From an optimization exercise on the open Yosys and OpenROAD flow, aimed at small area, a short achievable clock period and few clock cycles per item; shortcuts taken in it are not production practice. For this run, only the layout was checked, not whether the RTL still works. No activity file was given, so power comes from the tool's default toggle rates.

==> flow/config.mk <==
export PLATFORM = sky130hd
export DESIGN_NAME = systolic_mm_top
export DESIGN_NICKNAME = systolic_mm_top
export VERILOG_FILES = /design/flow/design.v
export SDC_FILE = /design/flow/constraint.sdc
export NUM_CORES = 4
export LEC_CHECK = 0
export CAP_MARGIN = 20
export CORE_MARGIN = 2
export CORE_UTILIZATION = 75
export SETUP_SLACK_MARGIN = 3
export SLEW_MARGIN = 20
==> flow/constraint.sdc <==
create_clock -name core_clock -period 7.0 [get_ports {clk}]
set_input_delay 1.4000 -clock core_clock [delete_from_list [all_inputs] [get_ports {clk}]]
set_output_delay 1.4000 -clock core_clock [all_outputs]
set_load 0.01 [all_outputs]
==> flow/design.v <==
package systolic_pkg;
   typedef enum logic [1:0] {
      IDLE  = 2'd0,
      LOAD  = 2'd1,
      DRAIN = 2'd2,
      DONE  = 2'd3
   } state_e;
   function automatic integer clog2(input integer value);
      clog2 = $clog2(value);
   endfunction
   function automatic integer acc_width(input integer data_width, input integer size);
      acc_width = (2 * data_width) + $clog2(size);
   endfunction
endpackage
module systolic_pe_acc (
   input  logic [7:0]  a,
   input  logic [3:0]  one,
   input  logic [3:0]  two,
   input  logic [3:0]  neg,
   input  logic        first,
   input  logic [17:0] acc,
   output logic [17:0] sum
);
   logic pp0_0, pp0_1, pp0_2, pp0_3, pp0_4, pp0_5, pp0_6, pp0_7, pp0_8, pp1_0, pp1_1, pp1_2, pp1_3, pp1_4, pp1_5, pp1_6, pp1_7, pp1_8, pp2_0, pp2_1, pp2_2, pp2_3, pp2_4, pp2_5, pp2_6, pp2_7, pp2_8, pp3_0, pp3_1, pp3_2, pp3_3, pp3_4, pp3_5, pp3_6, pp3_7, pp3_8, s1, c2, s3, c4, s5, c6, s7, c8, s9, c10, s11, c12, s13, c14, s15, c16, s17, c18, s19, c20, s21, c22, s23, c24, s25, c26, s27, c28, s29, c30, s31, c32, s33, c34, s35, c36, s37, c38, s39, c40, s41, c42, s43, c44, s45, c46, s47, c48, s49, c50, s51, c52, s53, c54, s55, c56, s57, c58, s59, c60, s61, c62, s63, c64, s65, c66, s67, c68, s69, c70, s71, c72;
   logic [17:0] acc_in;
   assign acc_in = first ? 18'd175104 : acc;
   assign pp0_0 = (one[0] & a[0]) ^ neg[0];
   assign pp0_1 = ((one[0] & a[1]) | (two[0] & a[0])) ^ neg[0];
   assign pp0_2 = ((one[0] & a[2]) | (two[0] & a[1])) ^ neg[0];
   assign pp0_3 = ((one[0] & a[3]) | (two[0] & a[2])) ^ neg[0];
   assign pp0_4 = ((one[0] & a[4]) | (two[0] & a[3])) ^ neg[0];
   assign pp0_5 = ((one[0] & a[5]) | (two[0] & a[4])) ^ neg[0];
   assign pp0_6 = ((one[0] & a[6]) | (two[0] & a[5])) ^ neg[0];
   assign pp0_7 = ((one[0] & a[7]) | (two[0] & a[6])) ^ neg[0];
   assign pp0_8 = ~(((one[0] & a[7]) | (two[0] & a[7])) ^ neg[0]);
   assign pp1_0 = (one[1] & a[0]) ^ neg[1];
   assign pp1_1 = ((one[1] & a[1]) | (two[1] & a[0])) ^ neg[1];
   assign pp1_2 = ((one[1] & a[2]) | (two[1] & a[1])) ^ neg[1];
   assign pp1_3 = ((one[1] & a[3]) | (two[1] & a[2])) ^ neg[1];
   assign pp1_4 = ((one[1] & a[4]) | (two[1] & a[3])) ^ neg[1];
   assign pp1_5 = ((one[1] & a[5]) | (two[1] & a[4])) ^ neg[1];
   assign pp1_6 = ((one[1] & a[6]) | (two[1] & a[5])) ^ neg[1];
   assign pp1_7 = ((one[1] & a[7]) | (two[1] & a[6])) ^ neg[1];
   assign pp1_8 = ~(((one[1] & a[7]) | (two[1] & a[7])) ^ neg[1]);
   assign pp2_0 = (one[2] & a[0]) ^ neg[2];
   assign pp2_1 = ((one[2] & a[1]) | (two[2] & a[0])) ^ neg[2];
   assign pp2_2 = ((one[2] & a[2]) | (two[2] & a[1])) ^ neg[2];
   assign pp2_3 = ((one[2] & a[3]) | (two[2] & a[2])) ^ neg[2];
   assign pp2_4 = ((one[2] & a[4]) | (two[2] & a[3])) ^ neg[2];
   assign pp2_5 = ((one[2] & a[5]) | (two[2] & a[4])) ^ neg[2];
   assign pp2_6 = ((one[2] & a[6]) | (two[2] & a[5])) ^ neg[2];
   assign pp2_7 = ((one[2] & a[7]) | (two[2] & a[6])) ^ neg[2];
   assign pp2_8 = ~(((one[2] & a[7]) | (two[2] & a[7])) ^ neg[2]);
   assign pp3_0 = (one[3] & a[0]) ^ neg[3];
   assign pp3_1 = ((one[3] & a[1]) | (two[3] & a[0])) ^ neg[3];
   assign pp3_2 = ((one[3] & a[2]) | (two[3] & a[1])) ^ neg[3];
   assign pp3_3 = ((one[3] & a[3]) | (two[3] & a[2])) ^ neg[3];
   assign pp3_4 = ((one[3] & a[4]) | (two[3] & a[3])) ^ neg[3];
   assign pp3_5 = ((one[3] & a[5]) | (two[3] & a[4])) ^ neg[3];
   assign pp3_6 = ((one[3] & a[6]) | (two[3] & a[5])) ^ neg[3];
   assign pp3_7 = ((one[3] & a[7]) | (two[3] & a[6])) ^ neg[3];
   assign pp3_8 = ~(((one[3] & a[7]) | (two[3] & a[7])) ^ neg[3]);
   assign s1 = acc_in[4] ^ pp0_4;
   assign c2 = acc_in[4] & pp0_4;
   assign s3 = acc_in[5] ^ pp0_5;
   assign c4 = acc_in[5] & pp0_5;
   assign s5 = acc_in[6] ^ pp0_6 ^ pp1_4;
   assign c6 = (acc_in[6] & pp0_6) | (acc_in[6] & pp1_4) | (pp0_6 & pp1_4);
   assign s7 = pp2_2 ^ pp3_0;
   assign c8 = pp2_2 & pp3_0;
   assign s9 = acc_in[7] ^ pp0_7 ^ pp1_5;
   assign c10 = (acc_in[7] & pp0_7) | (acc_in[7] & pp1_5) | (pp0_7 & pp1_5);
   assign s11 = pp2_3 ^ pp3_1;
   assign c12 = pp2_3 & pp3_1;
   assign s13 = acc_in[8] ^ pp0_8 ^ pp1_6;
   assign c14 = (acc_in[8] & pp0_8) | (acc_in[8] & pp1_6) | (pp0_8 & pp1_6);
   assign s15 = pp2_4 ^ pp3_2;
   assign c16 = pp2_4 & pp3_2;
   assign s17 = acc_in[9] ^ pp1_7 ^ pp2_5;
   assign c18 = (acc_in[9] & pp1_7) | (acc_in[9] & pp2_5) | (pp1_7 & pp2_5);
   assign s19 = acc_in[10] ^ pp1_8;
   assign c20 = acc_in[10] & pp1_8;
   assign s21 = acc_in[2] ^ pp0_2;
   assign c22 = acc_in[2] & pp0_2;
   assign s23 = acc_in[3] ^ pp0_3;
   assign c24 = acc_in[3] & pp0_3;
   assign s25 = s1 ^ pp1_2 ^ pp2_0;
   assign c26 = (s1 & pp1_2) | (s1 & pp2_0) | (pp1_2 & pp2_0);
   assign s27 = c2 ^ s3 ^ pp1_3;
   assign c28 = (c2 & s3) | (c2 & pp1_3) | (s3 & pp1_3);
   assign s29 = c4 ^ s5 ^ s7;
   assign c30 = (c4 & s5) | (c4 & s7) | (s5 & s7);
   assign s31 = c6 ^ c8 ^ s9;
   assign c32 = (c6 & c8) | (c6 & s9) | (c8 & s9);
   assign s33 = c10 ^ c12 ^ s13;
   assign c34 = (c10 & c12) | (c10 & s13) | (c12 & s13);
   assign s35 = c14 ^ c16 ^ s17;
   assign c36 = (c14 & c16) | (c14 & s17) | (c16 & s17);
   assign s37 = c18 ^ s19 ^ pp2_6;
   assign c38 = (c18 & s19) | (c18 & pp2_6) | (s19 & pp2_6);
   assign s39 = c20 ^ acc_in[11] ^ pp2_7;
   assign c40 = (c20 & acc_in[11]) | (c20 & pp2_7) | (acc_in[11] & pp2_7);
   assign s41 = acc_in[12] ^ pp2_8;
   assign c42 = acc_in[12] & pp2_8;
   assign s43 = acc_in[0] ^ pp0_0;
   assign c44 = acc_in[0] & pp0_0;
   assign s45 = acc_in[1] ^ pp0_1;
   assign c46 = acc_in[1] & pp0_1;
   assign s47 = s21 ^ pp1_0 ^ neg[1];
   assign c48 = (s21 & pp1_0) | (s21 & neg[1]) | (pp1_0 & neg[1]);
   assign s49 = c22 ^ s23 ^ pp1_1;
   assign c50 = (c22 & s23) | (c22 & pp1_1) | (s23 & pp1_1);
   assign s51 = c24 ^ s25 ^ neg[2];
   assign c52 = (c24 & s25) | (c24 & neg[2]) | (s25 & neg[2]);
   assign s53 = c26 ^ s27 ^ pp2_1;
   assign c54 = (c26 & s27) | (c26 & pp2_1) | (s27 & pp2_1);
   assign s55 = c28 ^ s29 ^ neg[3];
   assign c56 = (c28 & s29) | (c28 & neg[3]) | (s29 & neg[3]);
   assign s57 = c30 ^ s31 ^ s11;
   assign c58 = (c30 & s31) | (c30 & s11) | (s31 & s11);
   assign s59 = c32 ^ s33 ^ s15;
   assign c60 = (c32 & s33) | (c32 & s15) | (s33 & s15);
   assign s61 = c34 ^ s35 ^ pp3_3;
   assign c62 = (c34 & s35) | (c34 & pp3_3) | (s35 & pp3_3);
   assign s63 = c36 ^ s37 ^ pp3_4;
   assign c64 = (c36 & s37) | (c36 & pp3_4) | (s37 & pp3_4);
   assign s65 = c38 ^ s39 ^ pp3_5;
   assign c66 = (c38 & s39) | (c38 & pp3_5) | (s39 & pp3_5);
   assign s67 = c40 ^ s41 ^ pp3_6;
   assign c68 = (c40 & s41) | (c40 & pp3_6) | (s41 & pp3_6);
   assign s69 = c42 ^ acc_in[13] ^ pp3_7;
   assign c70 = (c42 & acc_in[13]) | (c42 & pp3_7) | (acc_in[13] & pp3_7);
   assign s71 = acc_in[14] ^ pp3_8;
   assign c72 = acc_in[14] & pp3_8;
   assign sum[17:0] = {acc_in[17], acc_in[16], c72, c70, c68, c66, c64, c62, c60, c58, c56, c54, c52, c50, c48, c46, c44, s43} + {1'b0, 1'b0, acc_in[15], s71, s69, s67, s65, s63, s61, s59, s57, s55, s53, s51, s49, s47, s45, neg[0]};
endmodule
module systolic_mm_engine (
   input  logic         clk,
   input  logic         rst,
   input  logic         in_valid,
   output logic         in_ready,
   input  logic [31:0]  a_col,
   input  logic [31:0]  b_row,
   output logic         out_valid,
   input  logic         out_ready,
   output logic [287:0] c,
   output logic         busy
);
   logic [1:0]   kcnt_q;       
   logic         v1_q;         
   logic         first1_q;     
   logic         last1_q;      
   logic         ov_q;         
   logic [31:0]  a1_q;
   logic [287:0] acc_q;
   logic stall, accept, fire;
   assign stall    = v1_q & ov_q & ~out_ready;
   assign in_ready = ~stall;
   assign accept   = in_valid & ~stall;
   assign fire     = v1_q & ~stall;
   always_ff @(posedge clk or negedge rst) begin
      if (!rst) begin
         kcnt_q   <= 2'd0;
         v1_q     <= 1'b0;
         first1_q <= 1'b0;
         last1_q  <= 1'b0;
         ov_q     <= 1'b0;
      end else begin
         if (accept) kcnt_q <= kcnt_q + 2'd1;
         if (!stall) begin
            v1_q     <= accept;
            first1_q <= (kcnt_q == 2'd0);
            last1_q  <= (kcnt_q == 2'd3);
         end
         if (fire && last1_q) ov_q <= 1'b1;
         else if (out_ready)  ov_q <= 1'b0;
      end
   end
   logic [47:0] bd_s;     
   logic [47:0] bd1_q;
   for (genvar j = 0; j < 4; j++) begin : g_enc
      logic [8:0] bx;
      assign bx = {b_row[j*8 +: 8], 1'b0};
      for (genvar k = 0; k < 4; k++) begin : g_dig
         assign bd_s[(j*4+k)*3 + 2] = bx[2*k+2];
         assign bd_s[(j*4+k)*3 + 0] = bx[2*k+1] ^ bx[2*k];
         assign bd_s[(j*4+k)*3 + 1] = (bx[2*k+2] & ~bx[2*k+1] & ~bx[2*k]) |
                                      (~bx[2*k+2] & bx[2*k+1] & bx[2*k]);
      end
   end
   always_ff @(posedge clk) begin
      if (!stall) begin
         a1_q  <= a_col;
         bd1_q <= bd_s;
      end
   end
   logic [3:0] one_s [4];
   logic [3:0] two_s [4];
   logic [3:0] neg_s [4];
   for (genvar j = 0; j < 4; j++) begin : g_dig1
      for (genvar k = 0; k < 4; k++) begin : g_k
         assign one_s[j][k] = bd1_q[(j*4+k)*3 + 0];
         assign two_s[j][k] = bd1_q[(j*4+k)*3 + 1];
         assign neg_s[j][k] = bd1_q[(j*4+k)*3 + 2];
      end
   end
   for (genvar i = 0; i < 4; i++) begin : g_row
      for (genvar j = 0; j < 4; j++) begin : g_col
         localparam int IDX = (i*4 + j) * 18;
         logic [17:0] sum;
         systolic_pe_acc u_pe (
            .a      (a1_q[i*8 +: 8]),
            .one    (one_s[j]),
            .two    (two_s[j]),
            .neg    (neg_s[j]),
            .first  (first1_q),
            .acc    (acc_q[IDX +: 18]),
            .sum    (sum)
         );
         always_ff @(posedge clk) begin
            if (fire) acc_q[IDX +: 18] <= sum;
         end
      end
   end
   assign c         = acc_q;
   assign out_valid = ov_q;
   assign busy      = v1_q | ov_q | (kcnt_q != 2'd0);
endmodule
module systolic_mm_top (
   input  logic         clk,
   input  logic         rst,
   input  logic         in_valid,
   output logic         in_ready,
   input  logic [31:0]  a_col,
   input  logic [31:0]  b_row,
   output logic         out_valid,
   input  logic         out_ready,
   output logic [287:0] c,
   output logic         busy
);
   systolic_mm_engine u_engine (
      .clk       (clk),
      .rst       (rst),
      .in_valid  (in_valid),
      .in_ready  (in_ready),
      .a_col     (a_col),
      .b_row     (b_row),
      .out_valid (out_valid),
      .out_ready (out_ready),
      .c         (c),
      .busy      (busy)
   );
endmodule
==> flow/flow/run.sh <==
#!/bin/bash
# Own layout flow: the standard ORFS flow, with the port buffers that
# placement inserts on every input and output made plain buf_2 cells instead
# of the delay buffers the standard choice picks. Every tool's output goes to
# a log file of its own here (ORFS's per-step logs stay under orfs/logs).
set -euo pipefail
export BUFFER_PORTS_ARGS="-buffer_cell sky130_fd_sc_hd__buf_2"
bash standard.sh synth > synth.log 2>&1
bash standard.sh > layout.log 2>&1
==> flow/standard.sh <==
#!/bin/bash
# synth_recipe.tcl (not shown) runs the flow's synth.tcl, then flattens the netlist and writes it again
# the make line also repeats each setting of config.mk as NAME=value (left out here)
make -C /OpenROAD-flow-scripts/flow DESIGN_CONFIG=/design/flow/config.mk WORK_HOME=/design/flow/orfs CLKGATE_MAP_FILE= SYNTH_SCRIPT=/design/flow/synth_recipe.tcl "${@:-finish}"
==> flow_summary.json <==
{
  "gp_congestion": 0.9374,
  "cts.htree.levels": 2,
  "synth_top_area_share_pct": 23.36,
  "num_io_pins": 359,
  "grt_repair_worst_endpoint": "u_engine.acc_q[179]$_DFFE_PP_/D",
  "rows": 92,
  "ys_async_sr_fraction_pct": 1.604,
  "numCtsBuffers": 46,
  "root_buffer": "clkbuf_16",
  "synth.avg_cell_area_um2": 9.581,
  "ys_top_cells_by_area": "edfxtp_1 (23%), fa_1 (16%), ha_1 (12%), xnor2_1 (11%), a22oi_1 (7.2%)",
  "status": "aborted with a tool error",
  "preCtsSetupSlack_ns": 1.912,
  "dp_hpwl_mm": 96.41,
  "chipHeight_um": 255.1,
  "worstEpCategory": "sequential cell input",
  "haltStage": "global routing (5_1_grt)",
  "grt_max_degree": 147,
  "synth_cells": 4937,
  "synth.distinct_cells": 78,
  "yosysSeqAreaShare_pct": 23.68,
  "yosys_register_bits": 374,
  "start_util_pct": 75.40,
  "portBuffers": 358,
  "error": "[ERROR DPL-0038] Utilization greater than 100%, impossible to legalize",
  "syn_area_um2": 47300,
  "synth_fp_nets": 5839,
  "synth_flop_cell": "edfxtp_1",
  "clkSinkCount": 374,
  "ys_top_cells_by_count": "inv_1 (611), xnor2_1 (603), a22oi_1 (452)",
  "yosys_warnings": 7,
  "synth-edff-count": 368,
  "die_w_um": 255.1,
  "synth.most_common_cell": "inv_1",
  "clock_path_buffers": 3,
  "synth_top_area_cell": "edfxtp_1"
}
[timing repair]
item,in CTS
gates resized for setup,688
setup buffers,395
setup endpoints to repair,202
gates cloned,26
pin swaps,367
hold buffers,0
[power by group through the flow]
stage               Clock, mW  Sequential [mW]  Combinational [mW]
global placement            0             7.67                49.1
floorplan                   0             7.60                40.8
detailed placement          0             7.66                50.8
CTS                      2.57             7.45                64.6
[per-stage QoR]
step | power, mW | instances | area (µm²) | utilization, %
after global placement | 56.80 | 5937 | 50900 | 81.13
after CTS | 74.65 | 6441 | 59770 | 95.27
after detailed placement | 58.46 | 5938 | 50920 | 81.16
after floorplan | 48.36 | 4937 | 49170 | -
[cells by family after synthesis]
family          after synthesis  share of synthesized area, %
buf+inv                     935                         7.420
compound gates             1130                         16.29
fa+ha+maj                   834                         28.16
flops                       374                         23.68
mux                          23                        0.5343
simple gates                834                         8.978
xor+xnor                    807                         14.94
[worst max-delay path by stage]
stage,endpoint,slack [ns]
after CTS,u_engine.acc_q[232],2.58
after detailed placement,u_engine.acc_q[161],1.91
after global placement,u_engine.acc_q[33],2.03
after floorplan,in_ready,2.19
